Source: an optimization exercise on an open RTL-to-GDS flow (aim: small area, a short achievable clock period and few clock cycles per item). Production flows keep margins and buffers that such runs may drop.
RTL that was checked went through simulation tests only; none was proved equivalent to the original.
For runs 1 and 2, only the layout was checked, not whether the RTL still works.
Power and IR drop assume default switching activity.

### config.mk
export PLATFORM = sky130hd
export DESIGN_NAME = nvme_prp_list_walker_unit
export DESIGN_NICKNAME = nvme_prp_list_walker_unit
export VERILOG_FILES = /design/flow/design.v
export SDC_FILE = /design/flow/constraint.sdc
export NUM_CORES = 4
export LEC_CHECK = 0
export CAP_MARGIN = 20
export CORE_MARGIN = 2
export CORE_UTILIZATION = 40
export SLEW_MARGIN = 20
### constraint.sdc
create_clock -name core_clock -period 8.5 [get_ports {aclk}]
set_input_delay 1.7000 -clock core_clock [delete_from_list [all_inputs] [get_ports {aclk}]]
set_output_delay 1.7000 -clock core_clock [all_outputs]
set_load 0.01 [all_outputs]
### design.v
package prplw_pkg;
    localparam int COUNT_BITS = 32;
    localparam int CALC_BITS  = (COUNT_BITS > 28) ? COUNT_BITS : 28;
    localparam int ADDR_BITS  = 64;
    localparam int LEN_BITS   = 28;
    localparam int SLOT_BITS  = 24;
    localparam int SHIFT_BITS = 5;
    localparam logic [SHIFT_BITS-1:0] SHIFT_MIN   = 5'd12;
    localparam logic [SHIFT_BITS-1:0] SHIFT_MAX   = 5'd27;
    localparam logic [SHIFT_BITS-1:0] SHIFT_RESET = 5'd12;
    localparam logic [SHIFT_BITS-1:0] ENTRY_SHIFT = 5'd3;
    localparam logic KIND_START = 1'b0;
    localparam logic KIND_ENTRY = 1'b1;
    typedef enum logic [1:0] {
        RES_SEGMENT    = 2'd0,
        RES_FETCH      = 2'd1,
        RES_NULL       = 2'd2,
        RES_UNEXPECTED = 2'd3
    } result_kind_t;
    typedef struct packed {
        result_kind_t           kind;
        logic [ADDR_BITS-1:0]   address;
        logic [LEN_BITS-1:0]    length;
        logic                   last;
    } result_t;
endpackage
import prplw_pkg::*;
module nvme_prp_list_walker_unit (
    input  logic          aclk,
    input  logic          aresetn,
    input  logic          cfg_valid,
    output logic          cfg_ready,
    input  logic [4:0]    cfg_data,      
    input  logic          s_tvalid,
    output logic          s_tready,
    input  logic [223:0]  s_tdata,       
    input  logic          s_tuser,       
    output logic          m_tvalid,
    input  logic          m_tready,
    output logic [95:0]   m_tdata,       
    output logic [1:0]    m_tuser,       
    output logic          m_tlast        
);
    localparam logic [1:0] LEN_ZERO  = 2'd0;
    localparam logic [1:0] LEN_PAGE  = 2'd1;
    localparam logic [1:0] LEN_LEFT  = 2'd2;
    localparam logic [1:0] LEN_COUNT = 2'd3;
    logic [3:0]  sh_reg;
    logic        walking_reg;
    logic        pending_reg;    
    logic [31:0] left_reg;
    logic [63:0] fetch_reg;
    logic [24:0] slot_reg;       
    logic        dec_ok_reg;
    logic        dec_start_reg;
    logic        dec_yield_reg;   
    logic        dec_two_reg;     
    logic        dec_walk_reg;    
    logic        dec_fetch_reg;   
    logic [1:0]  dec_kind_reg;
    logic [1:0]  dec_len_reg;
    logic [63:0] in_first, in_second, in_entry;
    logic [31:0] in_count;
    logic        is_start;
    logic [15:0] sh_hot;   
    logic [31:0] m_eq0;    
    logic [31:0] m_eq1;    
    logic [31:0] m_lo0;    
    logic [31:0] m_lo1;    
    logic [31:0] m_hi1;    
    logic [31:0] m_hi2;    
    logic [24:0] m_slot;   
    logic [27:0] page;
    logic        l_gt_p;
    logic        slot_ge_last;
    logic        ent_two;      
    logic        ent_fetch;    
    logic        c_gt_p;
    logic        c_gt_2p;
    logic        c_nz;
    logic        e_zero;
    logic [63:0] fetch_inc;
    logic [24:0] slot_inc;
    logic [31:0] x;
    logic [31:0] x_hi;
    logic [31:0] x_sub_p;
    logic        accept;
    logic        pop;
    assign in_first  = s_tdata[63:0];
    assign in_second = s_tdata[127:64];
    assign in_count  = s_tdata[159:128];
    assign in_entry  = s_tdata[223:160];
    assign is_start  = (s_tuser == KIND_START);
    always_comb begin
        for (int i = 0; i < 16; i++) sh_hot[i] = (sh_reg == 4'(i));
        m_eq0 = 32'({sh_hot, 12'd0});
        m_eq1 = 32'({sh_hot, 13'd0});
        m_lo0[0] = 1'b1;
        for (int i = 1; i < 32; i++) m_lo0[i] = m_lo0[i-1] & ~m_eq0[i-1];
        m_lo0 = m_lo0 & ~m_eq0;
        for (int i = 0; i < 32; i++) m_lo0[i] = (i < 12) ? 1'b1 : m_lo0[i];
        m_lo1 = {m_lo0[30:0], 1'b1};
        m_hi1 = ~(m_lo0 | m_eq0);
        m_hi2 = ~(m_lo1 | m_eq1);
        m_slot = m_lo0[27:3];
    end
    assign page = m_eq0[27:0];
    function automatic logic [63:0] prefix_and(input logic [63:0] a);
        logic [63:0] p;
        p = a;
        for (int i = 1; i <= 6; i++)
            for (int j = (1 << i) - 1; j < 64; j = j + (1 << i))
                p[j] = p[j] & p[j - (1 << (i - 1))];
        for (int i = 6; i > 0; i = i - 1)
            for (int j = (1 << i) + (1 << (i - 1)) - 1; j < 64; j = j + (1 << i))
                p[j] = p[j] & p[j - (1 << (i - 1))];
        prefix_and = p;
    endfunction
    logic [63:0] fetch_all;
    logic [63:0] slot_all;
    assign fetch_all = prefix_and({3'b000, fetch_reg[63:3]});
    assign slot_all  = prefix_and({39'd0, slot_reg});
    assign fetch_inc = {fetch_reg[63:3] ^ {fetch_all[59:0], 1'b1}, fetch_reg[2:0]};
    assign slot_inc  = slot_reg ^ {slot_all[23:0], 1'b1};
    logic [63:0] x_none;       
    assign x      = dec_start_reg ? in_count : left_reg;
    assign x_hi   = x & ~m_lo0;
    assign x_none = prefix_and({32'hFFFF_FFFF, ~x_hi});
    assign x_sub_p = x ^ (~m_lo0 & {x_none[30:0], 1'b1});
    assign l_gt_p       = (|(left_reg & m_hi1)) || ((|(left_reg & m_eq0)) && (|(left_reg & m_lo0)));
    assign slot_ge_last = |(slot_reg & ~m_slot);
    assign ent_fetch    = walking_reg && slot_ge_last && l_gt_p;
    assign ent_two      = walking_reg && !slot_ge_last && l_gt_p;
    assign c_gt_p  = (|(in_count & m_hi1)) || ((|(in_count & m_eq0)) && (|(in_count & m_lo0)));
    assign c_gt_2p = (|(in_count & m_hi2)) || ((|(in_count & m_eq1)) && (|(in_count & m_lo1)));
    assign c_nz    = |in_count;
    assign e_zero  = ~|in_entry;
    assign cfg_ready = 1'b1;
    assign m_tvalid  = pending_reg || (dec_ok_reg && dec_yield_reg && m_tready);
    assign pop       = m_tvalid && m_tready;
    assign s_tready  = !pending_reg && dec_ok_reg && (m_tready || !dec_yield_reg);
    assign accept    = s_tvalid && s_tready;
    always_comb begin
        logic [1:0] len_sel;
        m_tdata[95:92] = 4'b0;
        if (pending_reg) begin
            m_tuser       = walking_reg ? RES_FETCH : RES_SEGMENT;
            m_tdata[63:0] = fetch_reg;
            len_sel       = walking_reg ? LEN_ZERO : LEN_LEFT;
            m_tlast       = 1'b1;
        end else begin
            m_tuser       = dec_kind_reg;
            m_tdata[63:0] = dec_start_reg ? in_first :
                            ((dec_kind_reg == RES_UNEXPECTED) ? 64'd0 : in_entry);
            len_sel       = dec_len_reg;
            m_tlast       = !dec_two_reg;
        end
        case (len_sel)
            LEN_PAGE:  m_tdata[91:64] = page;
            LEN_LEFT:  m_tdata[91:64] = left_reg[27:0];
            LEN_COUNT: m_tdata[91:64] = in_count[27:0];
            default:   m_tdata[91:64] = 28'd0;
        endcase
    end
    always_ff @(posedge aclk) begin
        dec_start_reg <= is_start;
        if (is_start) begin
            dec_yield_reg <= c_nz;
            dec_two_reg   <= c_gt_p;
            dec_walk_reg  <= c_gt_2p;
            dec_fetch_reg <= 1'b0;
            dec_kind_reg  <= RES_SEGMENT;
            dec_len_reg   <= c_gt_p ? LEN_PAGE : LEN_COUNT;
        end else begin
            dec_yield_reg <= 1'b1;
            dec_two_reg   <= ent_two && !e_zero;
            dec_walk_reg  <= walking_reg && !e_zero && (ent_fetch || ent_two);
            dec_fetch_reg <= ent_fetch && !e_zero;
            if (!walking_reg) begin
                dec_kind_reg <= RES_UNEXPECTED;
                dec_len_reg  <= LEN_ZERO;
            end else if (e_zero) begin
                dec_kind_reg <= RES_NULL;
                dec_len_reg  <= LEN_ZERO;
            end else if (ent_fetch) begin
                dec_kind_reg <= RES_FETCH;
                dec_len_reg  <= LEN_ZERO;
            end else begin
                dec_kind_reg <= RES_SEGMENT;
                dec_len_reg  <= ent_two ? LEN_PAGE : LEN_LEFT;
            end
        end
    end
    always_ff @(posedge aclk) begin
        if (accept) begin
            if (dec_start_reg) begin
                left_reg  <= x_sub_p;
                fetch_reg <= in_second;
                slot_reg  <= 25'd1;
            end else if (dec_fetch_reg) begin
                fetch_reg <= in_entry;
                slot_reg  <= 25'd1;
            end else if (dec_two_reg) begin
                left_reg  <= x_sub_p;
                fetch_reg <= fetch_inc;
                slot_reg  <= slot_inc;
            end
        end
        if (!aresetn) begin
            sh_reg      <= '0;
            walking_reg <= 1'b0;
            pending_reg <= 1'b0;
            dec_ok_reg  <= 1'b0;
        end else begin
            if (cfg_valid) begin
                if (cfg_data < SHIFT_MIN)      sh_reg <= 4'd0;
                else if (cfg_data > SHIFT_MAX) sh_reg <= 4'd15;
                else                           sh_reg <= 4'(cfg_data - SHIFT_MIN);
            end
            dec_ok_reg <= s_tvalid && !accept;
            if (accept) begin
                pending_reg <= dec_two_reg;
                walking_reg <= dec_walk_reg;
            end else if (pop) begin
                pending_reg <= 1'b0;
            end
        end
    end
endmodule
### flow/run.sh
#!/bin/bash
# The standard layout (standard.sh), with: port buffers of the smallest buffer cell,
# the settings below, and (if flow/abc_speed.script exists) that ABC mapping script in
# place of ORFS's. Each tool's output stays in its ORFS log; make's output in standard.log.
set -e
if [ -f flow/abc_speed.script ]; then
  rm -rf orfs_scripts
  cp -r "$FLOW_HOME/scripts" orfs_scripts
  cp flow/abc_speed.script orfs_scripts/abc_speed.script
fi
export BUFFER_PORTS_ARGS="-buffer_cell sky130_fd_sc_hd__buf_1"
bash standard.sh  SETUP_SLACK_MARGIN=4.5 finish > standard.log 2>&1
### standard.sh
#!/bin/bash
# synth_recipe.tcl (not shown) runs the flow's synth.tcl, then flattens the netlist and writes it again
# the make line also repeats each setting of config.mk as NAME=value (left out here)
make -C /OpenROAD-flow-scripts/flow DESIGN_CONFIG=/design/flow/config.mk WORK_HOME=/design/flow/orfs CLKGATE_MAP_FILE= SYNTH_SCRIPT=/design/flow/synth_recipe.tcl "${@:-finish}"
==> results by group, run 1 <==
Timing
  – Sum Neg Setup Slack: 0 ps
  – Slew HR: 30.1%
  – Fin. Hold Viols: 0
  – Tcrit/Tclk final: 48.2%
  – RSZ-0062 raised after global routing: yes
  – Fmax achieved: 244 MHz
  – Final setup violation count: 0
  – Max-slew violations: 0
  – Minimum clock period: 4090 ps
  – Hold Slack: 465 ps
  – Worst-case clock skew: 10.5 ps
  – Tightest Pin Transition: 1050 ps

Synthesis
  – Yosys top cell area share: 32.2%
  – Mapped Cells: 1,366
  – Xor/xnor share of the synthesized area: 4.98%
  – Mux contribution to synthesized area: 5.85%
  – EDFF count, synth: 121
  – Netlist cell types: 75
  – Yosys warns: 1
  – Ys flop type: edfxtp_1
  – Sequential cell area fraction in the yosys report: 35.1%
  – Top area cells in the synthesized netlist: edfxtp_1, o21ai_0, nand2_1
  – Synth Area in Compound Gates: 24.5%
  – Synth Area in Adders: 4.86%
  – FFs w/ async S/R, synth: 0%
  – Largest family of logic cells by synthesized area: compound AO/OA/AOI/OAI gates
  – Synth Area per Inst: 8.25 sq um
  – Post-synth top area cell: edfxtp_1
  – Flops & latches, synth: 137
  – Post-synthesis cell area: 11,300 sq um
  – Simple-gate share of the synthesized area: 19.3%

Global routing
  – First-pass GRT wire length: 64,500 um
  – GRT Overall Usage: 28.7%
  – Number of global-route vias before repair: 11,100
  – Pin count of the biggest net entering global routing: 157
  – Global route overflow: 0
  – Initial antenna violation count: 4

CTS
  – Clock transition at path regs: 60 ps
  – Cts bufs inserted: 17
  – H-tree levels: 4
  – Hold Buf Count CTS: 0
  – CTS tree: done
  – Worst skew pair latency: 420 ps
  – Max clock buf depth: 2
  – Root buf cell: clkbuf_16
  – Clk sink count: 137

Setup path
  – Worst path most repeated cell: buf_6
  – Crit-path slowest cell: buf_2
  – Critical path arrival: 2390 ps
  – Crit-path max cell delay: 170 ps
  – Crit end category: primary output
  – Crit Path Max Fanout: 2
  – Startpoint types: input pin
  – CP Class: in -> out
  – Crit-path cells: buf_6, buf_6, nand2_2, o311ai_2, o21ai_1, nor2_1, buf_2
  – CP bufs+invs: 3
  – Crit-path leading delay family: buffers and inverters
  – Req. time, crit path: 6800 ps

Power and ir drop
  – Pwr/cell area: 135 nW/um^2
  – Reg power frac: 40.8%
  – Combinational power share: 20.8%
  – Peak supply drop: 0.116 mV
  – Switching Power: 0.000547 W
  – Switching Share: 29.2%
  – Clock Power Share: 38.4%
  – Pint: 0.00133 W
  – Leak Pwr: 4.98 nW

Detailed routing
  – 1st-iter DRT viols: 1,170
  – WL/cell: 21.6 um
  – Post-route ant nets: 0
  – Total wire length: 43,700 um
  – Vias per cell: 5.93
  – First-pass detailed-route iteration total: 5
  – DRC Markers: 0
  – Routed via count: 12,000

Floorplanning
  – Num ports: 337
  – # rows: 61
  – Initial Util: 40.6%
  – Core ar.: 27,800 sq um
  – Chip height: 172 um
  – DIE WIDTH: 172 um
  – Die area: 29,500 sq um

Run status
  – Outcome: timing/DRC/antenna clean

Final layout
  – Nets: 1,910
  – Layout cell share with drive strength beyond 1: 15.4%
  – Max reg flops: 64
  – Fillers: 2,760
  – Area growth syn-to-layout: 23.5%

Min path
  – Hold Crit Class: reg -> reg

Place
  – Gpl congestion: 0.929
  – I/O Buffers: 331
  – Detailed Place HPWL: 30,900 um

Flow run
  – Max cap viols: 0
path summary, 6_finish.rpt:
kind                                from                       end  slack [ps]  cells after the start
setup / recovery            s_tdata[151]               m_tdata[87]        4410                      7
hold reg to reg     dec_walk_reg$_DFF_P_  walking_reg$_SDFFE_PN0P_         470                      2
hold / removal      dec_walk_reg$_DFF_P_  walking_reg$_SDFFE_PN0P_         470                      2
setup reg to reg  fetch_reg[4]$_DFFE_PP_   fetch_reg[62]$_DFFE_PP_        5210                     12
power groups by stage:
stage               combinational [W]  clock [W]  sequential [W]
finish                       0.000390   0.000720        0.000766
detailed placement           0.000335          0        0.000781
floorplan                    0.000210          0        0.000770
CTS                          0.000369   0.000735        0.000765
global placement             0.000332          0        0.000781
global route                 0.000422   0.000761        0.000766
synthesized netlist by cell type (7+ instances only):
| master | count |
|---|---|
| a22o_1 | 13 |
| clkbuf_1 | 80 |
| a22oi_1 | 74 |
| and3_1 | 15 |
| nor2b_1 | 7 |
| o311ai_0 | 15 |
| nor4_1 | 29 |
| o21ai_0 | 176 |
| o22ai_1 | 13 |
| xor2_1 | 13 |
| a21oi_1 | 76 |
| a221oi_1 | 8 |
| edfxtp_1 | 121 |
| ha_1 | 43 |
| xnor2_1 | 51 |
| nand2_1 | 207 |
| nor2_1 | 110 |
| and2_1 | 20 |
| inv_1 | 25 |
| mux2i_1 | 51 |
| nor3_1 | 20 |
| nand3_1 | 24 |
| o211ai_1 | 7 |
| dfxtp_1 | 16 |
| nand4_1 | 19 |
| buf_1 | 8 |
| buf_2 | 19 |
| a2111oi_0 | 7 |
metal layers:
metal,up-vias,global-route usage [%],wire [um]
met2,619,45.6,20200
met3,126,4.86,3490
li1,5602,-,-
met5,-,0,0
met1,5667,37.6,18000
met4,0,14.6,2020
what timing repair did:
item | CTS | global route
cloned | 1 | 0
endpoints found under the hold margin | 0 | 0
pin swaps | 12 | 13
buffers inserted | 11 | 3
endpoints found under the setup margin | 86 | 87
resized for setup | 197 | 116
cells by family (layout without fill, tap and decap cells):
group	count (synthesis)	after routing
AND/OR/NAND/NOR	475	475
adder cells (fa/ha/maj)	44	44
other	2	9
buffers and inverters	143	417
XOR/XNOR	64	64
AO/OA/AOI/OAI	440	441
multiplexers	61	61
flip-flops	137	137
final cells by class:
cell class	instances	area, sq um	area share, %
well taps	378	473	3.40
clock inverters	14	133	0.953
flip-flops and latches	137	3970	28.5
inverters	28	105	0.755
repair buffers	358	1930	13.9
clock buffers	17	425	3.06
multi-input cells	1090	6870	49.4
diodes	4	10.0	0.0719
metrics by stage:
step	cell area [sq um]	setup WS (ps)	util, %	cells	power, W
3_5_place_dp	12600	4000	45.5	1976	0.00112
6_report	13900	4410	50.1	2026	0.00188
3_3_place_gp	12600	4000	45.5	1976	0.00111
2_1_floorplan	11300	4500	-	1369	0.000979
5_1_grt	13900	4350	50.1	2026	0.00195
4_1_cts	13700	4420	49.2	2019	0.00187
cells in the final DEF, fill, tap and decap left out, types with 22 or more instances in the layout:
cell type and count:
edfxtp_1 121, mux2i_1 51, ha_1 43, o21ai_1 59
nor4_1 29, nand2_1 204, a22oi_1 67, buf_1 191
nor2_1 109, buf_2 71, nand3_1 24, o21ai_0 113
clkbuf_2 43, inv_1 25, xnor2_1 51, a21oi_1 74
buf_4 22
tightest hold or removal path, delay by kind of cell, from the launching register on:
family           cells  cell delay, ps
flip-flops           1             300
AND/OR/NAND/NOR      1              50
AO/OA/AOI/OAI        1              60
==> run 2, diff against run 1 <==
--- a/flow/run.sh
+++ b/flow/run.sh
@@ -9,4 +9,4 @@
   cp flow/abc_speed.script orfs_scripts/abc_speed.script
 fi
 export BUFFER_PORTS_ARGS="-buffer_cell sky130_fd_sc_hd__buf_1"
-bash standard.sh  SETUP_SLACK_MARGIN=4.5 finish > standard.log 2>&1
+bash standard.sh  SETUP_SLACK_MARGIN=4.0 finish > standard.log 2>&1
==> results by group, run 2 <==
Run status
  – Outcome: timing/DRC/antenna clean

Timing
  – RSZ-0062 raised after global routing: yes
  – Final setup violation count: 0 (unchanged)
  – Tcrit/Tclk final: 53.6% (+5.4 points)
  – Tightest Pin Transition: 1090 ps (+41.4 ps)
  – Slew HR: 26.9% (-3.2 points)
  – Max-slew violations: 0 (unchanged)
  – Sum Neg Setup Slack: 0 ps (unchanged)
  – Worst Setup Slack, final: 3940 ps (-462 ps)
  – Worst-case clock skew: 15.9 ps (+5.45 ps)
  – Fin. Hold Viols: 0 (unchanged)
  – Minimum clock period: 4560 ps (+462 ps)
  – Fmax achieved: 219 MHz (-10%)

Synthesis
  – Netlist cell types: 75 (unchanged)
  – Post-synthesis cell area: 11,300 sq um (unchanged)
  – Synth Area per Inst: 8.25 sq um (unchanged)
  – Yosys warns: 1 (unchanged)
  – Post-synth top area cell: edfxtp_1
  – Ys flop type: edfxtp_1
  – Most common cell in the netlist: nand2_1
  – Yosys top cell area share: 32.2% (unchanged)
  – EDFF count, synth: 121 (unchanged)
  – Top area cells in the synthesized netlist: edfxtp_1, o21ai_0, nand2_1
  – Flops & latches, synth: 137 (unchanged)
  – Synth cell count leaders: nand2_1, o21ai_0, edfxtp_1
  – Mapped Cells: 1,366 (unchanged)
  – FFs w/ async S/R, synth: 0% (unchanged)
  – Sequential cell area fraction in the yosys report: 35.1% (unchanged)

Power and ir drop
  – Pwr/cell area: 138 nW/um^2 (+2.3%)
  – Peak supply drop: 0.100 mV (-13%)
  – Total power: 0.00183 W (-2.5%)
  – Leak Pwr: 4.39 nW (-12%)

Place
  – Detailed Place HPWL: 30,600 um (-0.70%)
  – Placement Setup Slack: 3980 ps (-22.6 ps)
  – I/O Buffers: 331 (unchanged)
  – Gpl congestion: 0.935 (+0.68%)

Setup path
  – CP Class: reg -> out
  – Req. time, crit path: 6800 ps (about the same)
  – Crit-path cells: a21oi_4, buf_4, a22oi_1, o21ai_0, buf_1
  – Crit-path max cell delay: 650 ps (+480 ps)
  – Critical path arrival: 2860 ps (+470 ps)
  – Startpoint types: flop
  – Crit-path slowest cell: a21oi_4
  – Crit end category: primary output
  – Crit-path leading delay family: compound AO/OA/AOI/OAI gates
  – Crit Path Max Fanout: 39 (+37)
  – CP bufs+invs: 2 (-1)

Global routing
  – Initial antenna violation count: 3 (-1)
  – First-pass GRT wire length: 62,100 um (-3.7%)
  – Pin count of the biggest net entering global routing: 90 (-43%)
  – GRT Overall Usage: 27.5% (-1.2 points)
  – Number of global-route vias before repair: 10,900 (-1.7%)
  – Global route overflow: 0 (unchanged)

Final layout
  – Max reg flops: 64 (unchanged)
  – Area growth syn-to-layout: 17.6%
  – Nets: 1,899 (-0.58%)
  – Most common cell after layout, fill and taps aside: buf_1
  – Util after Layout: 47.7% (-2.4 points)
  – Layout cell share with drive strength beyond 1: 5.33% (-10 points)
  – Commonest non-fill, non-tap cells in the layout: buf_1, nand2_1, o21ai_0

Flow run
  – Max cap viols: 0 (unchanged)

Detailed routing
  – Total wire length: 41,700 um (-4.6%)
  – Routed wl met2: 19,900 um (-1.8%)
  – WL/cell: 20.7 um (-4.1%)
  – Post-route ant nets: 0 (unchanged)
  – Vias per cell: 5.88 (-0.90%)
  – Routed length on met3: 3190 um (-8.6%)
  – First-pass detailed-route iteration total: 7 (+2)
  – DRC Markers: 0 (unchanged)
  – Met1 wire length: 17,500 um (-2.7%)
  – Routed via count: 11,800 (-1.5%)
  – Max layer used: met4
  – 1st-iter DRT viols: 1,142 (-2.4%)

CTS
  – Worst skew pair latency: 430 ps (about the same)
  – Clock transition at path regs: 60 ps (about the same)
  – H-tree levels: 4 (unchanged)
  – Hold Buf Count CTS: 0 (unchanged)
  – Post-CTS sizing: 5 (-97%)
  – Clk sink count: 137 (unchanged)
  – Cts bufs inserted: 17 (unchanged)
  – Max clock buf depth: 2 (unchanged)
  – Post-CTS setup buffer count: 0 (-11)
  – CTS tree: done
  – Root buf cell: clkbuf_16

Floorplanning
  – Num ports: 337 (unchanged)
  – Core ar.: 27,800 sq um (unchanged)
  – Chip height: 172 um (unchanged)
  – Die area: 29,500 sq um (unchanged)
  – Initial Util: 40.6% (unchanged)
  – DIE WIDTH: 172 um (unchanged)
  – # rows: 61 (unchanged)

Min path
  – Hold Crit Class: reg -> reg
==> run 2: through the flow <==
stage                     cells  hold WS, ps  cell area, sq um
after floorplan            1369          438             11300
after CTS                  2011          476             13200
after global placement     1980          466             12700
after detailed placement   1980          467             12700
final                      2014          478             13300
after global routing       2013          507             13300
==> run 2: final timing paths <==
path	depth (start not counted)	slack [ps]	end	startpoint
setup / recovery	5	3940	m_tdata[11]	dec_start_reg$_DFF_P_
hold / removal	2	480	walking_reg$_SDFFE_PN0P_	dec_walk_reg$_DFF_P_
setup reg to reg	12	5160	fetch_reg[62]$_DFFE_PP_	fetch_reg[4]$_DFFE_PP_
hold reg to reg	2	480	walking_reg$_SDFFE_PN0P_	dec_walk_reg$_DFF_P_
==> run 2: layout make-up <==
cell class / count / area [sq um]
fillers: 2800 / 14500
repair buffers: 348 / 1400
multi-input cells: 1089 / 6750
flip-flops and latches: 137 / 3970
clock buffers: 18 / 429
well taps: 378 / 473
clock inverters: 13 / 129
diodes: 3 / 7.51
inverters: 28 / 105
==> run 2: tightest hold or removal path, delay by kind of cell, from the launching register on <==
family	cells	cell delay, ps
compound gates	1	70
flops	1	310
simple gates	1	60
==> run 2: routing by layer <==
metal | GRT usage, % | vias up
met1 | 35.6 | 5642
met4 | 9.43 | 0
li1 | - | 5576
met3 | 5.02 | 74
met2 | 46.1 | 543
met5 | 0 | -
==> run 2: power breakdown <==
| group | leakage [nW] | switching (W) | internal (W) |
|---|---|---|---|
| registers | 1.24 | 0.0000174 | 0.000748 |
| clock network | 0.261 | 0.000291 | 0.000427 |
| logic | 2.89 | 0.000224 | 0.000121 |
| total | 4.39 | 0.000532 | 0.00130 |
==> run 2: cell families after synthesis <==
family / count (synthesis) / synth area share [%]
XOR/XNOR: 64 / 4.98
AO/OA/AOI/OAI: 440 / 24.5
buffers and inverters: 143 / 5.39
adder cells (fa/ha/maj): 44 / 4.86
flip-flops: 137 / 35.1
multiplexers: 61 / 5.85
AND/OR/NAND/NOR: 475 / 19.3
other: 2 / 0.0667
==> run 3, diff against run 2 <==
--- a/design.v
+++ b/design.v
@@ -140,28 +140,41 @@
     assign pop       = m_tvalid && m_tready;
     assign s_tready  = !pending_reg && dec_ok_reg && (m_tready || !dec_yield_reg);
     assign accept    = s_tvalid && s_tready;
+    logic        sel_first;    
+    logic        sel_entry;    
+    logic        sel_count;    
+    logic [63:0] addr_reg_part;
+    logic [27:0] len_reg_part;
+    assign sel_first = !pending_reg && dec_start_reg;
+    assign sel_entry = !pending_reg && !dec_start_reg && (dec_kind_reg != RES_UNEXPECTED);
+    assign sel_count = !pending_reg && (dec_len_reg == LEN_COUNT);
+    assign addr_reg_part = pending_reg ? fetch_reg : 64'd0;
     always_comb begin
         logic [1:0] len_sel;
-        m_tdata[95:92] = 4'b0;
-        if (pending_reg) begin
-            m_tuser       = walking_reg ? RES_FETCH : RES_SEGMENT;
-            m_tdata[63:0] = fetch_reg;
-            len_sel       = walking_reg ? LEN_ZERO : LEN_LEFT;
-            m_tlast       = 1'b1;
-        end else begin
-            m_tuser       = dec_kind_reg;
-            m_tdata[63:0] = dec_start_reg ? in_first :
-                            ((dec_kind_reg == RES_UNEXPECTED) ? 64'd0 : in_entry);
-            len_sel       = dec_len_reg;
-            m_tlast       = !dec_two_reg;
-        end
+        len_sel = pending_reg ? (walking_reg ? LEN_ZERO : LEN_LEFT) : dec_len_reg;
         case (len_sel)
-            LEN_PAGE:  m_tdata[91:64] = page;
-            LEN_LEFT:  m_tdata[91:64] = left_reg[27:0];
-            LEN_COUNT: m_tdata[91:64] = in_count[27:0];
-            default:   m_tdata[91:64] = 28'd0;
+            LEN_PAGE: len_reg_part = page;
+            LEN_LEFT: len_reg_part = left_reg[27:0];
+            default:  len_reg_part = 28'd0;
         endcase
     end
+    prplw_ao #(.W(64)) u_addr_out (
+        .a  (in_first),
+        .sa (sel_first),
+        .b  (in_entry),
+        .sb (sel_entry),
+        .c  (addr_reg_part),
+        .y  (m_tdata[63:0])
+    );
+    prplw_ao1 #(.W(28)) u_len_out (
+        .a  (in_count[27:0]),
+        .sa (sel_count),
+        .c  (len_reg_part),
+        .y  (m_tdata[91:64])
+    );
+    assign m_tdata[95:92] = 4'b0;
+    assign m_tuser = pending_reg ? (walking_reg ? RES_FETCH : RES_SEGMENT) : dec_kind_reg;
+    assign m_tlast = pending_reg || !dec_two_reg;
     always_ff @(posedge aclk) begin
         dec_start_reg <= is_start;
         if (is_start) begin
@@ -227,3 +240,25 @@
         end
     end
 endmodule
+module prplw_ao #(
+    parameter int W = 1
+) (
+    input  logic [W-1:0] a,
+    input  logic         sa,
+    input  logic [W-1:0] b,
+    input  logic         sb,
+    input  logic [W-1:0] c,
+    output logic [W-1:0] y
+);
+    assign y = (a & {W{sa}}) | (b & {W{sb}}) | c;
+endmodule
+module prplw_ao1 #(
+    parameter int W = 1
+) (
+    input  logic [W-1:0] a,
+    input  logic         sa,
+    input  logic [W-1:0] c,
+    output logic [W-1:0] y
+);
+    assign y = (a & {W{sa}}) | c;
+endmodule
--- a/flow/run.sh
+++ b/flow/run.sh
@@ -9,4 +9,4 @@
   cp flow/abc_speed.script orfs_scripts/abc_speed.script
 fi
 export BUFFER_PORTS_ARGS="-buffer_cell sky130_fd_sc_hd__buf_1"
-bash standard.sh  SETUP_SLACK_MARGIN=4.0 finish > standard.log 2>&1
+bash standard.sh  SETUP_SLACK_MARGIN=4.8 SYNTH_HIERARCHICAL=1 SYNTH_MINIMUM_KEEP_SIZE=0 finish > standard.log 2>&1
==> results by group, run 3 <==
CTS
  – H-tree levels: 4 (unchanged)
  – CTS tree: done
  – Clock transition at path regs: 60 ps (about the same)
  – Root buf cell: clkbuf_16
  – Worst skew pair latency: 430 ps (about the same)
  – Max clock buf depth: 2 (unchanged)
  – Clk sink count: 137 (unchanged)
  – Cts bufs inserted: 17 (unchanged)

Setup path
  – Req. time, crit path: 6800 ps (about the same)
  – Crit-path cells: buf_1, a221o_1, buf_2
  – Crit Path Max Fanout: 1 (-97%)
  – Worst r2r src: sh_reg[1]$_SDFFE_PN0P_
  – Crit end category: primary output
  – CP startpoint: s_tdata[1]
  – Startpoint types: input pin
  – Critical path arrival: 2370 ps (-490 ps)
  – Crit-path slowest cell: a221o_1
  – CP Class: in -> out
  – Crit-path max cell delay: 410 ps (-240 ps)

Power and ir drop
  – Peak supply drop: 0.128 mV (+27%)
  – Pwr/cell area: 124 nW/um^2 (-10%)
  – Total power: 0.00196 W (+7.3%)
  – Leak Pwr: 6.32 nW (+44%)

Global routing
  – Global route hottest layer: met2
  – First-pass GRT wire length: 67,300 um (+8.3%)
  – M2 GR Usage: 49.2% (+3.1 points)
  – Number of global-route vias before repair: 11,600 (+6.3%)
  – Grt met3 use: 5.13% (+0.12 points)
  – Met1 Use GR: 37.6% (+2.0 points)
  – GRT Overall Usage: 30.2% (+2.7 points)
  – Global route overflow: 0 (unchanged)
  – Pin count of the biggest net entering global routing: 94 (+4.4%)
  – Initial antenna violation count: 5 (+2)

Detailed routing
  – DRC Markers: 0 (unchanged)
  – Routed via count: 12,400 (+4.9%)
  – Total wire length: 46,500 um (+12%)
  – 1st-iter DRT viols: 1,326 (+16%)
  – Post-route ant nets: 0 (unchanged)
  – First-pass detailed-route iteration total: 6 (-1)
  – Vias per cell: 6.07 (+3.4%)
  – WL/cell: 22.8 um (+10%)

Min path
  – Hold Crit Class: reg -> reg
  – Hold path start: dec_walk_reg$_DFF_P_

Synthesis
  – Simple-gate share of the synthesized area: 20.5% (+1.2 points)
  – Flops & latches, synth: 137 (unchanged)
  – Mapped Cells: 1,261 (-7.7%)
  – Yosys top cell area share: 32.3% (+0.075 points)
  – Most common cell in the netlist: edfxtp_1
  – Xor/xnor share of the synthesized area: 4.83% (-0.14 points)
  – FFs w/ async S/R, synth: 0% (unchanged)
  – Netlist cell types: 73 (-2.7%)
  – Post-synth top area cell: edfxtp_1
  – Largest family of logic cells by synthesized area: compound AO/OA/AOI/OAI gates
  – Synth Area per Inst: 8.91 sq um (+8.1%)
  – Post-synthesis cell area: 11,200 sq um (-0.23%)
  – EDFF count, synth: 121 (unchanged)
  – Sequential cell area fraction in the yosys report: 35.2% (+0.082 points)
  – Synth cell count leaders: edfxtp_1, nor2_1, nand2_1
  – Synth Area in Adders: 5.12% (+0.26 points)
  – Synth Area in Compound Gates: 22.5% (-2.0 points)
  – Ys flop type: edfxtp_1
  – Top area cells in the synthesized netlist: edfxtp_1, a221o_1, and2_1
  – Yosys warns: 7 (+6)
  – Mux contribution to synthesized area: 5.91% (+0.058 points)

Timing
  – Hold Slack: 462 ps (-16.4 ps)
  – Fin. Hold Viols: 0 (unchanged)
  – Tightest Pin Transition: 910 ps (-179 ps)
  – Final setup violation count: 0 (unchanged)
  – Fmax achieved: 246 MHz (+12%)
  – Max-slew violations: 0 (unchanged)
  – Minimum clock period: 4070 ps (-485 ps)
  – RSZ-0062 raised after global routing: yes
  – Worst-case clock skew: 10.3 ps (-5.58 ps)
  – Tcrit/Tclk final: 47.9% (-5.7 points)
  – Slew HR: 39.1% (+12 points)
  – Sum Neg Setup Slack: 0 ps (unchanged)

Floorplanning
  – Num ports: 337 (unchanged)
  – Core ar.: 27,700 sq um (-0.27%)
  – # rows: 61 (unchanged)
  – Initial Util: 40.6% (about the same)
  – Chip height: 172 um (-0.11%)
  – Die area: 29,500 sq um (-0.23%)
  – DIE WIDTH: 172 um (-0.11%)

Final layout
  – Area growth syn-to-layout: 41.0%
  – Fillers: 2,459 (-12%)
  – Commonest non-fill, non-tap cells in the layout: buf_1, edfxtp_1, buf_4
  – Most common cell after layout, fill and taps aside: buf_1
  – Layout cell share with drive strength beyond 1: 25.7% (+20 points)
  – Max reg flops: 64 (unchanged)
  – Multi-input combinational cell area: 6940 sq um (+2.9%)
  – Flip-flop and latch area: 3970 sq um (unchanged)
  – Nets: 1,928 (+1.5%)

Place
  – Detailed Place HPWL: 30,100 um (-1.7%)
  – Gpl congestion: 0.925 (-1.1%)
  – I/O Buffers: 331 (unchanged)

Flow run
  – Max cap viols: 0 (unchanged)

Run status
  – Outcome: timing/DRC/antenna clean
[run 3: final timing paths]
path	endpoint	slack [ps]	cells after the start
hold / removal	walking_reg$_SDFFE_PN0P_	460	2
hold reg to reg	walking_reg$_SDFFE_PN0P_	460	2
setup / recovery	m_tdata[1]	4430	3
setup reg to reg	left_reg[31]$_DFFE_PP_	4980	11
[run 3: timing repair]
item	in CTS	in global routing
endpoints found under the setup margin	166	106
gates cloned	2	1
hold buffers	0	0
buffers inserted	90	31
endpoints found under the hold margin	0	0
pin swaps	93	43
resized for setup	481	67
[run 3: stage by stage]
step	utilization [%]	setup slack (ps)	area, sq um	std cells
6_report	57.2	4430	15800	2043
5_1_grt	57.2	4440	15800	2042
4_1_cts	55.4	4470	15400	2006
3_5_place_dp	45.4	3830	12600	1882
3_3_place_gp	45.4	3860	12600	1882
2_1_floorplan	-	4210	11300	1264
[run 3: worst max-delay path, delay by kind of cell]
kind                   cells  cell delay [ps]
buffers and inverters      2              260
AO/OA/AOI/OAI              1              410
[run 3: where the power goes]
part           internal, W  leakage [nW]  switching [W]
clock network     0.000432         0.261       0.000309
logic             0.000224          4.82       0.000235
registers         0.000747          1.24      0.0000132
total              0.00140          6.32       0.000556
[run 3: cell type report]
type                            instances  share of cell area [%]
Inverter                               25                   0.695
Timing Repair Buffer                  468                    23.8
Antenna cell                            5                  0.0789
Clock buffer                           18                    2.71
Multi-Input combinational cell        998                    43.8
Tap cell                              378                    2.98
Clock inverter                         14                   0.939
Sequential cell                       137                    25.0
[run 3: cell families (layout without fill, tap and decap cells)]
group,after synthesis,in the layout
compound gates,358,358
fa+ha+maj,46,46
buf+inv,129,525
xor+xnor,62,62
flops,137,137
mux,63,63
simple gates,464,464
other cells,2,10
[run 3: routing by layer]
layer	up-vias	routed length, um
met5	-	11
met4	2	2650
met3	171	3890
met2	785	22100
met1	5934	17900
li1	5517	-
Testbench counts of run 3, summed over its fixed seeds: cycles 24,007, items 12,000.
==> run 4, diff against run 3 <==
--- a/flow/run.sh
+++ b/flow/run.sh
@@ -9,4 +9,4 @@
   cp flow/abc_speed.script orfs_scripts/abc_speed.script
 fi
 export BUFFER_PORTS_ARGS="-buffer_cell sky130_fd_sc_hd__buf_1"
-bash standard.sh  SETUP_SLACK_MARGIN=4.8 SYNTH_HIERARCHICAL=1 SYNTH_MINIMUM_KEEP_SIZE=0 finish > standard.log 2>&1
+bash standard.sh  SETUP_SLACK_MARGIN=4.5 SYNTH_HIERARCHICAL=1 SYNTH_MINIMUM_KEEP_SIZE=0 CTS_CLUSTER_SIZE=30 CTS_CLUSTER_DIAMETER=150 finish > standard.log 2>&1
==> results by group, run 4 <==
Run status
  – Outcome: timing/DRC/antenna clean

Global routing
  – GRT Overall Usage: 27.8% (-2.4 points)
  – First-pass GRT wire length: 61,500 um (-8.6%)
  – Initial antenna violation count: 13 (+8)
  – Global route overflow: 0 (unchanged)
  – Number of global-route vias before repair: 10,600 (-8.4%)
  – Pin count of the biggest net entering global routing: 93 (-1.1%)

Power and ir drop
  – Leak Pwr: 5.06 nW (-20%)
  – Pwr/cell area: 140 nW/um^2 (+13%)
  – Combinational power share: 18.4% (-5.0 points)
  – Peak supply drop: 0.111 mV (-13%)
  – Total power: 0.00192 W (-1.9%)
  – Switching Share: 28.2% (-0.22 points)
  – Switching Power: 0.000541 W (-2.7%)
  – Pint: 0.00138 W (-1.6%)
  – Clock Power Share: 42.0% (+4.2 points)
  – Reg power frac: 39.6% (+0.8 points)

Floorplanning
  – # rows: 61 (unchanged)
  – Core ar.: 27,700 sq um (unchanged)
  – Chip height: 172 um (unchanged)
  – Initial Util: 40.6% (unchanged)
  – DIE WIDTH: 172 um (unchanged)
  – Num ports: 337 (unchanged)
  – Die area: 29,500 sq um (unchanged)

Synthesis
  – Synth cell count leaders: edfxtp_1, nor2_1, nand2_1
  – Largest family of logic cells by synthesized area: compound AO/OA/AOI/OAI gates
  – Sequential cell area fraction in the yosys report: 35.2% (unchanged)
  – Ys flop type: edfxtp_1
  – Synth Area in Compound Gates: 22.5% (unchanged)
  – Simple-gate share of the synthesized area: 20.5% (unchanged)
  – Mux contribution to synthesized area: 5.91% (unchanged)
  – Most common cell in the netlist: edfxtp_1
  – FFs w/ async S/R, synth: 0% (unchanged)
  – EDFF count, synth: 121 (unchanged)
  – Netlist cell types: 73 (unchanged)
  – Xor/xnor share of the synthesized area: 4.83% (unchanged)
  – Synth Area per Inst: 8.91 sq um (unchanged)
  – Flops & latches, synth: 137 (unchanged)
  – Post-synthesis cell area: 11,200 sq um (unchanged)
  – Top area cells in the synthesized netlist: edfxtp_1, a221o_1, and2_1
  – Synth Area in Adders: 5.12% (unchanged)
  – Mapped Cells: 1,261 (unchanged)
  – Yosys top cell area share: 32.3% (unchanged)
  – Post-synth top area cell: edfxtp_1
  – Yosys warns: 7 (unchanged)

Timing
  – Final setup violation count: 0 (unchanged)
  – Fin. Hold Viols: 0 (unchanged)
  – Fmax achieved: 249 MHz (+1.4%)
  – Tightest Pin Transition: 1180 ps (+274 ps)
  – Max-slew violations: 0 (unchanged)
  – RSZ-0062 raised after global routing: yes
  – Sum Neg Setup Slack: 0 ps (unchanged)
  – Worst-case clock skew: 12.0 ps (+1.67 ps)
  – Slew HR: 20.8% (-18 points)
  – Hold Slack: 476 ps (+14.4 ps)
  – Tcrit/Tclk final: 47.2% (-0.66 points)
  – Minimum clock period: 4010 ps (-56.3 ps)

CTS
  – Clk sink count: 137 (unchanged)
  – Hold Buf Count CTS: 0 (unchanged)
  – Clock transition at path regs: 60 ps (about the same)
  – Cts bufs inserted: 17 (unchanged)
  – H-tree levels: 4 (unchanged)
  – Worst skew pair latency: 420 ps (about the same)
  – CTS tree: done
  – Root buf cell: clkbuf_16
  – Max clock buf depth: 2 (unchanged)

Setup path
  – CP bufs+invs: 2 (unchanged)
  – Critical path arrival: 2310 ps (-60 ps)
  – Crit end category: primary output
  – Crit-path slowest cell: a221o_1
  – Crit-path cells: buf_6, a221o_1, buf_2
  – Crit-path leading delay family: compound AO/OA/AOI/OAI gates
  – CP Class: in -> out
  – Req. time, crit path: 6800 ps (about the same)
  – Crit-path max cell delay: 360 ps (-50 ps)
  – FF-to-FF path depth: 9 (-2)
  – Reg-to-reg setup timing slack: 4710 ps (-270 ps)
  – Instance count on the critical path: 3 (unchanged)
  – Crit Path Max Fanout: 3 (+2)
  – Worst r2r src: dec_start_reg$_DFF_P_
  – Reg2reg end: left_reg[31]$_DFFE_PP_
  – Startpoint types: input pin

Final layout
  – Area growth syn-to-layout: 22.3%
  – Util after Layout: 49.6% (-7.6 points)
  – Commonest non-fill, non-tap cells in the layout: buf_1, edfxtp_1, nor2_1
  – Layout cell share with drive strength beyond 1: 11.0% (-15 points)
  – Most common cell after layout, fill and taps aside: buf_1
  – Fillers: 2,783 (+13%)
  – Max reg flops: 64 (unchanged)
  – Nets: 1,820 (-5.6%)

Detailed routing
  – 1st-iter DRT viols: 1,173 (-12%)
  – WL/cell: 22.1 um (-2.9%)
  – Post-route ant nets: 0 (unchanged)
  – Routed via count: 11,500 (-7.7%)
  – Total wire length: 43,000 um (-7.7%)
  – First-pass detailed-route iteration total: 5 (-1)
  – Vias per cell: 5.90 (-2.9%)
  – DRC Markers: 0 (unchanged)

Place
  – Gpl congestion: 0.894 (-3.3%)
  – I/O Buffers: 331 (unchanged)
  – Detailed Place HPWL: 30,900 um (+2.7%)

Min path
  – Hold Crit Class: reg -> reg
  – Hold EP: walking_reg$_SDFFE_PN0P_
  – Hold Path Cell Cnt: 2 (unchanged)
  – Hold path start: dec_walk_reg$_DFF_P_

Flow run
  – Max cap viols: 0 (unchanged)
-- run 4: cell counts after synthesis --
No cell type changed its count.
-- run 4: power groups by stage --
| stage | registers, W | logic, W | clock network, W |
|---|---|---|---|
| after floorplan | 0.000769 | 0.000202 | 0 |
| after global placement | 0.000780 | 0.000317 | 0 |
| after detailed placement | 0.000781 | 0.000319 | 0 |
| after CTS | 0.000762 | 0.000338 | 0.000816 |
| after global routing | 0.000762 | 0.000383 | 0.000846 |
| final | 0.000761 | 0.000354 | 0.000807 |
-- run 4: through the flow --
step | instance area [sq um] | setup slack, ps | cells
floorplan | 11300 | 4210 | 1264
global placement | 12600 | 3850 | 1881
detailed placement | 12600 | 3760 | 1881
CTS | 13500 | 4480 | 1923
global route | 13700 | 4470 | 1940
finish | 13700 | 4490 | 1942
-- run 4: cell type report --
type	instances	area, sq um	area share, %
Timing Repair Buffer	360	1780	13.0
Inverter	25	93.8	0.683
Antenna cell	12	30.0	0.218
Sequential cell	137	3970	28.8
Clock inverter	14	196	1.43
Tap cell	378	473	3.44
Multi-Input combinational cell	998	6780	49.3
Clock buffer	18	429	3.12
-- run 4: worst max path at each step --
stage	to	start	slack, ps
finish	m_tdata[32]	s_tdata[192]	4490
global route	m_tdata[32]	s_tdata[32]	4470
CTS	m_tdata[32]	s_tdata[192]	4480
detailed placement	left_reg[31]$_DFFE_PP_	s_tdata[140]	3760
global placement	left_reg[31]$_DFFE_PP_	s_tdata[140]	3850
floorplan	left_reg[31]$_DFFE_PP_	s_tdata[140]	4210
-- run 4: routing by layer --
metal	global-route usage, %	routed length [um]	vias to the layer above
li1	-	-	5310
met1	35.1	17800	5493
met2	45.0	20400	548
met3	4.58	2930	99
met4	15.9	1750	2
met5	0	11	-
-- run 4: worst min-delay path: cells and delay by family, from the launching register on --
family	cells	cell delay, ps
DFF	1	310
AOI/OAI and AO/OA	1	60
and+or+nand+nor	1	60
-- run 4: cell families after synthesis --
| family | count (synthesis) |
|---|---|
| xor+xnor | 62 |
| compound gates | 358 |
| buf+inv | 129 |
| flops | 137 |
| simple gates | 464 |
| fa+ha+maj | 46 |
| mux | 63 |
| other cells | 2 |
-- run 4: repair_timing --
action | in CTS | in global routing
endpoints found under the setup margin | 97 | 85
pin swaps | 11 | 18
gates resized for setup | 68 | 80
buffers inserted | 9 | 5
gates cloned | 1 | 1
==> run 5, diff against run 4 <==
--- a/flow/run.sh
+++ b/flow/run.sh
@@ -9,4 +9,4 @@
   cp flow/abc_speed.script orfs_scripts/abc_speed.script
 fi
 export BUFFER_PORTS_ARGS="-buffer_cell sky130_fd_sc_hd__buf_1"
-bash standard.sh  SETUP_SLACK_MARGIN=4.5 SYNTH_HIERARCHICAL=1 SYNTH_MINIMUM_KEEP_SIZE=0 CTS_CLUSTER_SIZE=30 CTS_CLUSTER_DIAMETER=150 finish > standard.log 2>&1
+bash standard.sh  SETUP_SLACK_MARGIN=4.5 SYNTH_HIERARCHICAL=1 SYNTH_MINIMUM_KEEP_SIZE=0 finish > standard.log 2>&1
==> results by group, run 5 <==
CTS
  – Worst skew pair latency: 420 ps (about the same)
  – Cts bufs inserted: 17 (unchanged)
  – Clk sink count: 137 (unchanged)
  – Root buf cell: clkbuf_16
  – Max clock buf depth: 2 (unchanged)
  – CTS tree: done
  – H-tree levels: 4 (unchanged)
  – Hold Buf Count CTS: 0 (unchanged)
  – Clock transition at path regs: 60 ps (about the same)

Place
  – Placed cells: 1,881 (unchanged)
  – Gpl congestion: 0.894 (unchanged)
  – I/O Buffers: 331 (unchanged)
  – Detailed Place HPWL: 30,900 um (unchanged)
  – Placed Area: 12,600 sq um (unchanged)

Global routing
  – Global route overflow: 0 (unchanged)
  – GRT Overall Usage: 27.8% (unchanged)
  – Number of global-route vias before repair: 10,600 (unchanged)
  – Pin count of the biggest net entering global routing: 93 (unchanged)
  – First-pass GRT wire length: 61,500 um (unchanged)
  – Initial antenna violation count: 13 (unchanged)

Final layout
  – Final Instance Area: 13,700 sq um (unchanged)
  – Area growth syn-to-layout: 22.3% (unchanged)
  – Layout cell share with drive strength beyond 1: 11.0% (unchanged)
  – Fin cells: 1,942 (unchanged)
  – Most common cell after layout, fill and taps aside: buf_1
  – Nets: 1,820 (unchanged)
  – Commonest non-fill, non-tap cells in the layout: buf_1, edfxtp_1, nor2_1
  – Max reg flops: 64 (unchanged)
  – Fillers: 2,783 (unchanged)
  – Multi-input combinational cell area: 6780 sq um (unchanged)
  – Flip-flop and latch area: 3970 sq um (unchanged)

Synthesis
  – Largest family of logic cells by synthesized area: compound AO/OA/AOI/OAI gates
  – Netlist cell types: 73 (unchanged)
  – EDFF count, synth: 121 (unchanged)
  – Post-synthesis cell area: 11,200 sq um (unchanged)
  – Xor/xnor share of the synthesized area: 4.83% (unchanged)
  – Synth Area per Inst: 8.91 sq um (unchanged)
  – FFs w/ async S/R, synth: 0% (unchanged)
  – Synth Area in Compound Gates: 22.5% (unchanged)
  – Synth cell count leaders: edfxtp_1, nor2_1, nand2_1
  – Yosys top cell area share: 32.3% (unchanged)
  – Post-synth top area cell: edfxtp_1
  – Top area cells in the synthesized netlist: edfxtp_1, a221o_1, and2_1
  – Simple-gate share of the synthesized area: 20.5% (unchanged)
  – Sequential cell area fraction in the yosys report: 35.2% (unchanged)
  – Mux contribution to synthesized area: 5.91% (unchanged)
  – Flops & latches, synth: 137 (unchanged)
  – Yosys warns: 7 (unchanged)
  – Mapped Cells: 1,261 (unchanged)
  – Synth Area in Adders: 5.12% (unchanged)
  – Ys flop type: edfxtp_1
  – Most common cell in the netlist: edfxtp_1

Floorplanning
  – # rows: 61 (unchanged)
  – Die area: 29,500 sq um (unchanged)
  – Initial Util: 40.6% (unchanged)
  – Num ports: 337 (unchanged)
  – Core ar.: 27,700 sq um (unchanged)
  – DIE WIDTH: 172 um (unchanged)
  – Chip height: 172 um (unchanged)

Timing
  – Fin. Hold Viols: 0 (unchanged)
  – Minimum clock period: 4010 ps (unchanged)
  – RSZ-0062 raised after global routing: yes
  – Final setup violation count: 0 (unchanged)
  – Slew HR: 20.8% (unchanged)
  – Fmax achieved: 249 MHz (unchanged)
  – Tcrit/Tclk final: 47.2% (unchanged)
  – Max-slew violations: 0 (unchanged)
  – Tightest Pin Transition: 1180 ps (unchanged)
  – Hold Slack: 476 ps (unchanged)
  – Worst-case clock skew: 12.0 ps (unchanged)
  – Sum Neg Setup Slack: 0 ps (unchanged)

Min path
  – Hold Path Cell Cnt: 2 (unchanged)
  – Hold Crit Class: reg -> reg

Setup path
  – Crit-path max cell delay: 360 ps (about the same)
  – Crit-path cells: buf_6, a221o_1, buf_2
  – FF-to-FF path depth: 9 (unchanged)
  – Startpoint types: input pin
  – Req. time, crit path: 6800 ps (about the same)
  – Crit end category: primary output
  – Crit Path Max Fanout: 3 (unchanged)
  – CP Class: in -> out
  – Crit-path slowest cell: a221o_1
  – Critical path arrival: 2310 ps (about the same)

Detailed routing
  – Vias per cell: 5.90 (unchanged)
  – WL/cell: 22.1 um (unchanged)
  – Max layer used: met5
  – Met1 wire length: 17,800 um (unchanged)
  – Post-route ant nets: 0 (unchanged)
  – Routed wl met2: 20,400 um (unchanged)
  – 1st-iter DRT viols: 1,173 (unchanged)
  – First-pass detailed-route iteration total: 5 (unchanged)
  – Total wire length: 43,000 um (unchanged)
  – DRC Markers: 0 (unchanged)
  – Routed via count: 11,500 (unchanged)
  – Routed length on met3: 2930 um (unchanged)

Flow run
  – Max cap viols: 0 (unchanged)

Run status
  – Outcome: timing/DRC/antenna clean

Power and ir drop
  – Peak supply drop: 0.111 mV (unchanged)
  – Total power: 0.00192 W (unchanged)
  – Pwr/cell area: 140 nW/um^2 (unchanged)
  – Leak Pwr: 5.06 nW (unchanged)
## run 5: repair_timing
item / CTS / global route
endpoints found under the setup margin: 97 / 85
setup buffers: 9 / 5
pin swaps: 11 / 18
endpoints found under the hold margin: 0 / 0
resized for setup: 68 / 80
cloned: 1 / 1
## run 5: per-layer routing
metal | track usage [%] | up-vias
li1 | - | 5310
met1 | 35.1 | 5493
met2 | 45.0 | 548
met3 | 4.58 | 99
met4 | 15.9 | 2
met5 | 0 | -
## run 5: area by class of cell
type,count,share of cell area [%]
Multi-Input combinational cell,998,49.3
Sequential cell,137,28.8
Timing Repair Buffer,360,13.0
Tap cell,378,3.44
Clock buffer,18,3.12
Clock inverter,14,1.43
Inverter,25,0.683
Antenna cell,12,0.218
## run 5: power by group
part | switching, W | internal [W]
combinational | 0.000215 | 0.000140
sequential | 0.0000136 | 0.000747
clock | 0.000313 | 0.000494
## run 5: cell families (layout without fill, tap and decap cells)
family,Yosys count,after routing
XOR/XNOR,62,62
flip-flops,137,137
adder cells (fa/ha/maj),46,46
AO/OA/AOI/OAI,358,358
multiplexers,63,63
buffers and inverters,129,417
AND/OR/NAND/NOR,464,464
other,2,17
## run 5: path summary, 6_finish.rpt
path	start	to	slack [ps]
setup / recovery	s_tdata[192]	m_tdata[32]	4490
hold / removal	dec_walk_reg$_DFF_P_	walking_reg$_SDFFE_PN0P_	480
setup reg to reg	dec_start_reg$_DFF_P_	left_reg[31]$_DFFE_PP_	4710
hold reg to reg	dec_walk_reg$_DFF_P_	walking_reg$_SDFFE_PN0P_	480
## run 5: metrics by stage
step / setup WS [ps] / util (%)
finish: 4490 / 49.6
global placement: 3850 / 45.3
CTS: 4480 / 48.6
detailed placement: 3760 / 45.3
floorplan: 4210 / -
global route: 4470 / 49.6
## run 5: worst max-delay path: cells and delay by family
kind,cells,cell delay [ps]
AOI/OAI and AO/OA,1,360
buffers and inverters,2,260
==> run 6, diff against run 5 <==
--- a/design.v
+++ b/design.v
@@ -95,10 +95,8 @@
         for (int i = 0; i < 16; i++) sh_hot[i] = (sh_reg == 4'(i));
         m_eq0 = 32'({sh_hot, 12'd0});
         m_eq1 = 32'({sh_hot, 13'd0});
-        m_lo0[0] = 1'b1;
-        for (int i = 1; i < 32; i++) m_lo0[i] = m_lo0[i-1] & ~m_eq0[i-1];
-        m_lo0 = m_lo0 & ~m_eq0;
-        for (int i = 0; i < 32; i++) m_lo0[i] = (i < 12) ? 1'b1 : m_lo0[i];
+        for (int i = 0; i < 32; i++)
+            m_lo0[i] = (i < 12) || ((i < 28) && (4'(i - 12) < sh_reg));
         m_lo1 = {m_lo0[30:0], 1'b1};
         m_hi1 = ~(m_lo0 | m_eq0);
         m_hi2 = ~(m_lo1 | m_eq1);
==> results by group, run 6 <==
Floorplanning
  – # rows: 61 (unchanged)
  – Core ar.: 27,900 sq um (+0.83%)
  – DIE WIDTH: 173 um (+0.80%)
  – Chip height: 173 um (+0.80%)
  – Die area: 29,900 sq um (+1.6%)
  – Initial Util: 40.9% (+0.33 points)
  – Num ports: 337 (unchanged)

Min path
  – Hold EP: walking_reg$_SDFFE_PN0P_
  – Hold path start: dec_walk_reg$_DFF_P_
  – Hold Crit Class: reg -> reg
  – Hold Path Cell Cnt: 2 (unchanged)

Power and ir drop
  – Leak Pwr: 5.06 nW (about the same)
  – Peak supply drop: 0.142 mV (+28%)
  – Total power: 0.00188 W (-2.0%)
  – Pwr/cell area: 136 nW/um^2 (-2.6%)

Global routing
  – Number of global-route vias before repair: 11,000 (+4.0%)
  – Initial antenna violation count: 2 (-11)
  – First-pass GRT wire length: 65,100 um (+5.9%)
  – GRT Overall Usage: 27.7% (-0.077 points)
  – Pin count of the biggest net entering global routing: 82 (-12%)
  – Global route overflow: 0 (unchanged)

Final layout
  – Layout cell share with drive strength beyond 1: 11.2% (+0.22 points)
  – Nets: 1,845 (+1.4%)
  – Max reg flops: 64 (unchanged)
  – Commonest non-fill, non-tap cells in the layout: buf_1, edfxtp_1, nand2_1
  – Final Instance Area: 13,800 sq um (+0.60%)
  – Area growth syn-to-layout: 21.1%
  – Most common cell after layout, fill and taps aside: buf_1

Place
  – Detailed Place HPWL: 31,100 um (+0.47%)
  – Placed Area: 12,800 sq um (+1.7%)
  – Gpl congestion: 0.929 (+3.9%)
  – I/O Buffers: 331 (unchanged)

Setup path
  – FF-to-FF path depth: 12 (+3)
  – Startpoint types: input pin
  – Req. time, crit path: 6800 ps (about the same)
  – Reg-to-reg setup timing slack: 4890 ps (+180 ps)
  – Worst r2r src: fetch_reg[3]$_DFFE_PP_
  – Crit Path Max Fanout: 2 (-1)
  – Critical path arrival: 2330 ps (+20 ps)
  – CP Class: in -> out
  – Reg2reg end: fetch_reg[54]$_DFFE_PP_
  – Crit end category: primary output

CTS
  – Root buf cell: clkbuf_16
  – Clk sink count: 137 (unchanged)
  – H-tree levels: 4 (unchanged)
  – Hold Buf Count CTS: 0 (unchanged)
  – Max clock buf depth: 2 (unchanged)
  – Worst skew pair latency: 430 ps (about the same)
  – Clock transition at path regs: 60 ps (about the same)
  – Cts bufs inserted: 17 (unchanged)
  – CTS tree: done

Timing
  – Hold Slack: 513 ps (+36.6 ps)
  – Tightest Pin Transition: 1010 ps (-178 ps)
  – Tcrit/Tclk final: 47.4% (+0.13 points)
  – Fin. Hold Viols: 0 (unchanged)
  – Fmax achieved: 248 MHz (-0.26%)
  – Sum Neg Setup Slack: 0 ps (unchanged)
  – Slew HR: 32.6% (+12 points)
  – Max-slew violations: 0 (unchanged)
  – Minimum clock period: 4030 ps (+10.7 ps)
  – Worst-case clock skew: 9.57 ps (-2.42 ps)
  – RSZ-0062 raised after global routing: yes
  – Final setup violation count: 0 (unchanged)

Synthesis
  – Yosys top cell area share: 31.8% (-0.52 points)
  – Most common cell in the netlist: edfxtp_1
  – FFs w/ async S/R, synth: 0% (unchanged)
  – Flops & latches, synth: 137 (unchanged)
  – Netlist cell types: 80 (+9.6%)
  – Sequential cell area fraction in the yosys report: 34.6% (-0.57 points)
  – Synth cell count leaders: edfxtp_1, nor2_1, nand2_1
  – Mapped Cells: 1,278 (+1.3%)
  – Top area cells in the synthesized netlist: edfxtp_1, a221o_1, ha_1
  – EDFF count, synth: 121 (unchanged)
  – Ys flop type: edfxtp_1
  – Post-synthesis cell area: 11,400 sq um (+1.6%)
  – Yosys warns: 7 (unchanged)
  – Synth Area per Inst: 8.94 sq um (+0.30%)
  – Post-synth top area cell: edfxtp_1

Run status
  – Outcome: timing/DRC/antenna clean

Detailed routing
  – Total wire length: 42,700 um (-0.55%)
  – Routed via count: 11,600 (+1.1%)
  – WL/cell: 21.9 um (-1.2%)
  – DRC Markers: 0 (unchanged)
  – First-pass detailed-route iteration total: 7 (+2)
  – 1st-iter DRT viols: 1,331 (+13%)
  – Post-route ant nets: 0 (unchanged)
  – Vias per cell: 5.92 (+0.45%)

Flow run
  – Max cap viols: 0 (unchanged)
## run 6: repair_timing
item,in CTS,in global routing
resized for setup,61,67
pin swaps,9,11
buffers inserted,9,10
endpoints found under the setup margin,93,68
gates cloned,1,0
## run 6: through the flow
step / std cells / setup WS (ps) / utilization (%)
2_1_floorplan: 1281 / 4500 / -
3_3_place_gp: 1901 / 4160 / 45.7
3_5_place_dp: 1901 / 4070 / 45.7
4_1_cts: 1943 / 4450 / 48.7
5_1_grt: 1955 / 4430 / 49.5
6_report: 1955 / 4470 / 49.5
## run 6: worst max-delay path, stage by stage
cell and delay, ps:
buf_8 100, a221o_1 370, buf_2 160
## run 6: logic make-up (layout without fill, tap and decap cells)
logic type / count (synthesis) / in the layout / share of synthesized area (%)
xor gates and xnor gates: 57 / 57 / 4.37
other: 2 / 7 / 0.0657
DFF: 137 / 137 / 34.6
adders and majority gates: 49 / 49 / 5.34
and+or+nand+nor: 464 / 465 / 20.7
AOI/OAI and AO/OA: 373 / 373 / 23.0
buffers and inverters: 132 / 425 / 6.02
muxes: 64 / 64 / 5.88
## run 6: cell type report
type / count / area [sq um]
repair buffers: 365 / 1740
flip-flops and latches: 137 / 3970
fillers: 2766 / 14100
multi-input cells: 1013 / 6950
well taps: 378 / 473
clock buffers: 17 / 425
clock inverters: 15 / 165
diodes: 2 / 5.00
inverters: 28 / 108
## run 6: worst max-delay path by stage
stage | depth (start not counted) | endpoint | slack, ps | startpoint
floorplan | 10 | left_reg[31]$_DFFE_PP_ | 4500 | s_tdata[142]
global placement | 9 | left_reg[31]$_DFFE_PP_ | 4160 | s_tdata[141]
detailed placement | 5 | m_tdata[58] | 4070 | dec_start_reg$_DFF_P_
CTS | 3 | m_tdata[58] | 4450 | s_tdata[218]
global route | 7 | m_tdata[91] | 4430 | sh_reg[1]$_SDFFE_PN0P_
finish | 3 | m_tdata[1] | 4470 | s_tdata[161]
## run 6: report_power, final
group	switching, W	total [W]	internal (W)	leakage (nW)
combinational	0.000221	0.000365	0.000144	3.53
clock	0.000320	0.000758	0.000438	0.289
sequential	0.0000130	0.000761	0.000748	1.24
total	0.000554	0.00188	0.00133	5.06
## run 6: metal layers
layer	share of wire [%]	track usage (%)	wire [um]
met1	43	36.6	18300
met2	47	46.0	20200
met3	7.1	4.71	3050
met4	2.9	9.36	1230
met5	0	0	0
Testbench counts of run 6, summed over its fixed seeds: cycles 24,007, items 12,000.
==> run 7, diff against run 6 <==
--- a/flow/run.sh
+++ b/flow/run.sh
@@ -9,4 +9,4 @@
   cp flow/abc_speed.script orfs_scripts/abc_speed.script
 fi
 export BUFFER_PORTS_ARGS="-buffer_cell sky130_fd_sc_hd__buf_1"
-bash standard.sh  SETUP_SLACK_MARGIN=4.5 SYNTH_HIERARCHICAL=1 SYNTH_MINIMUM_KEEP_SIZE=0 finish > standard.log 2>&1
+bash standard.sh  SETUP_SLACK_MARGIN=4.65 SYNTH_HIERARCHICAL=1 SYNTH_MINIMUM_KEEP_SIZE=0 finish > standard.log 2>&1
==> results by group, run 7 <==
Power and ir drop
  – Peak supply drop: 0.118 mV (-16%)
  – Pwr/cell area: 127 nW/um^2 (-6.7%)

Synthesis
  – Yosys warns: 7 (unchanged)
  – Ys flop type: edfxtp_1
  – Sequential cell area fraction in the yosys report: 34.6% (unchanged)
  – Post-synth top area cell: edfxtp_1
  – Top area cells in the synthesized netlist: edfxtp_1, a221o_1, ha_1
  – Netlist cell types: 80 (unchanged)
  – FFs w/ async S/R, synth: 0% (unchanged)
  – Synth cell count leaders: edfxtp_1, nor2_1, nand2_1
  – Flops & latches, synth: 137 (unchanged)
  – Most common cell in the netlist: edfxtp_1
  – Post-synthesis cell area: 11,400 sq um (unchanged)
  – Synth Area per Inst: 8.94 sq um (unchanged)
  – Yosys top cell area share: 31.8% (unchanged)

Floorplanning
  – Die area: 29,900 sq um (unchanged)
  – Chip height: 173 um (unchanged)
  – Num ports: 337 (unchanged)
  – # rows: 61 (unchanged)
  – Initial Util: 40.9% (unchanged)
  – Core ar.: 27,900 sq um (unchanged)

Global routing
  – GRT Overall Usage: 28.2% (+0.44 points)
  – First-pass GRT wire length: 66,200 um (+1.6%)
  – Met1 Use GR: 37.3% (+0.71 points)
  – Global route overflow: 0 (unchanged)
  – Number of global-route vias before repair: 11,200 (+1.9%)
  – Grt met3 use: 6.05% (+1.3 points)
  – M2 GR Usage: 44.6% (-1.4 points)
  – Pin count of the biggest net entering global routing: 70 (-15%)

Setup path
  – Critical path arrival: 2350 ps (+20 ps)
  – CP Class: in -> out
  – Startpoint types: input pin
  – Crit Path Max Fanout: 2 (unchanged)
  – Req. time, crit path: 6800 ps (about the same)

CTS
  – Worst skew pair latency: 420 ps (about the same)
  – Hold Buf Count CTS: 0 (unchanged)
  – Cts bufs inserted: 17 (unchanged)
  – Max clock buf depth: 2 (unchanged)
  – H-tree levels: 4 (unchanged)
  – Clock transition at path regs: 60 ps (about the same)
  – Clk sink count: 137 (unchanged)
  – Root buf cell: clkbuf_16

Run status
  – Outcome: timing/DRC/antenna clean

Final layout
  – Commonest non-fill, non-tap cells in the layout: buf_1, edfxtp_1, nand2_1
  – Area growth syn-to-layout: 33.8%
  – Nets: 1,897 (+2.8%)
  – Max reg flops: 64 (unchanged)
  – Fin cells: 2,006 (+2.6%)
  – Most common cell after layout, fill and taps aside: buf_1
  – Fillers: 2,559 (-7.5%)

Timing
  – Fmax achieved: 247 MHz (-0.72%)
  – Fin. Hold Viols: 0 (unchanged)
  – Tcrit/Tclk final: 47.7% (+0.34 points)
  – Tightest Pin Transition: 1080 ps (+71.8 ps)
  – Sum Neg Setup Slack: 0 ps (unchanged)
  – Minimum clock period: 4050 ps (+29.3 ps)
  – Worst-case clock skew: 8.64 ps (-0.930 ps)
  – RSZ-0062 raised after global routing: yes
  – Max-slew violations: 0 (unchanged)

Detailed routing
  – First-pass detailed-route iteration total: 8 (+1)
  – WL/cell: 22.1 um (+1.1%)
  – Post-route ant nets: 0 (unchanged)
  – Vias per cell: 5.94 (+0.32%)
  – Routed via count: 11,900 (+2.9%)
  – Total wire length: 44,300 um (+3.7%)
  – DRC Markers: 0 (unchanged)
  – 1st-iter DRT viols: 1,310 (-1.6%)

Flow run
  – Max cap viols: 0 (unchanged)

Place
  – Placed cells: 1,899 (-0.11%)
  – Detailed Place HPWL: 30,700 um (-1.1%)
  – I/O Buffers: 331 (unchanged)
-- run 7: cell types whose count changed in the layout (fill, tap and decap cells not counted), moves of 3 or more --
cell / change
buf_4: +50
clkbuf_2: -9
buf_12: +11
buf_2: +48
buf_6: +48
clkinvlp_4: +3
inv_6: -3
buf_1: -132
buf_8: +37
-- run 7: what timing repair did --
| item | 4_1_cts | 5_1_grt |
|---|---|---|
| pin swaps | 62 | 41 |
| cloned | 1 | 0 |
| resized for setup | 398 | 92 |
| buffers inserted | 54 | 19 |
| endpoints found under the setup margin | 159 | 150 |
-- run 7: worst paths after layout --
path | start | to | slack (ps) | depth (start not counted)
setup / recovery | s_tdata[175] | m_tdata[15] | 4450 | 3
hold / removal | dec_walk_reg$_DFF_P_ | walking_reg$_SDFFE_PN0P_ | 470 | 2
setup reg to reg | fetch_reg[3]$_DFFE_PP_ | fetch_reg[54]$_DFFE_PP_ | 4950 | 12
hold reg to reg | dec_walk_reg$_DFF_P_ | walking_reg$_SDFFE_PN0P_ | 470 | 2
-- run 7: per-stage QoR --
stage	hold slack, ps	setup WS, ps	area [sq um]	util (%)	total power (W)
after floorplan	438	4580	11500	-	0.000981
after global placement	466	4050	12800	45.7	0.00111
after global routing	476	4440	15300	54.7	0.00201
final	471	4450	15300	54.7	0.00194
after CTS	465	4460	14900	53.3	0.00192
after detailed placement	465	3970	12800	45.7	0.00111
-- run 7: power by group --
group          switching, W  internal (W)  total [W]  leakage, nW
clock              0.000308      0.000433   0.000741        0.274
combinational      0.000232      0.000207   0.000439         4.47
sequential        0.0000135      0.000748   0.000761         1.24
-- run 7: cells by family (layout without fill, tap and decap cells) --
logic type               after synthesis  count (layout)  share of synthesized area (%)
AND/OR/NAND/NOR                      464             465                           20.7
AO/OA/AOI/OAI                        373             373                           23.0
flip-flops                           137             137                           34.6
buffers and inverters                132             477                           6.02
multiplexers                          64              64                           5.88
XOR/XNOR                              57              57                           4.37
adder cells (fa/ha/maj)               49              49                           5.34
other                                  2               6                         0.0657
-- run 7: final cells by class --
| cell class | count | area (sq um) | area share (%) |
|---|---|---|---|
| antenna | 1 | 2.50 | 0.0164 |
| clock buffer | 18 | 429 | 2.81 |
| clock inverter | 14 | 149 | 0.974 |
| inverter | 28 | 124 | 0.810 |
| multi-input combinational | 1013 | 7030 | 46.0 |
| sequential | 137 | 3970 | 25.9 |
| tap | 378 | 473 | 3.09 |
| timing repair buffer | 417 | 3110 | 20.4 |
-- run 7: critical path, stage by stage --
cell	delay [ps]
buf_8	90
a221o_1	390
buf_2	170
-- run 7: per-layer routing --
layer / wire (um) / up-vias
met5: 12 / -
met1: 18300 / 5614
li1: - / 5498
met4: 1930 / 2
met3: 3930 / 125
met2: 20200 / 682

Setup slack of run 7, layout unchanged: 4.446 ns with ideal ports, 4.404 ns with driving cells assumed (clock clkbuf_16, inputs buf_2), 4.216 ns with port delays also shifted by the 0.465 ns mid clock arrival.
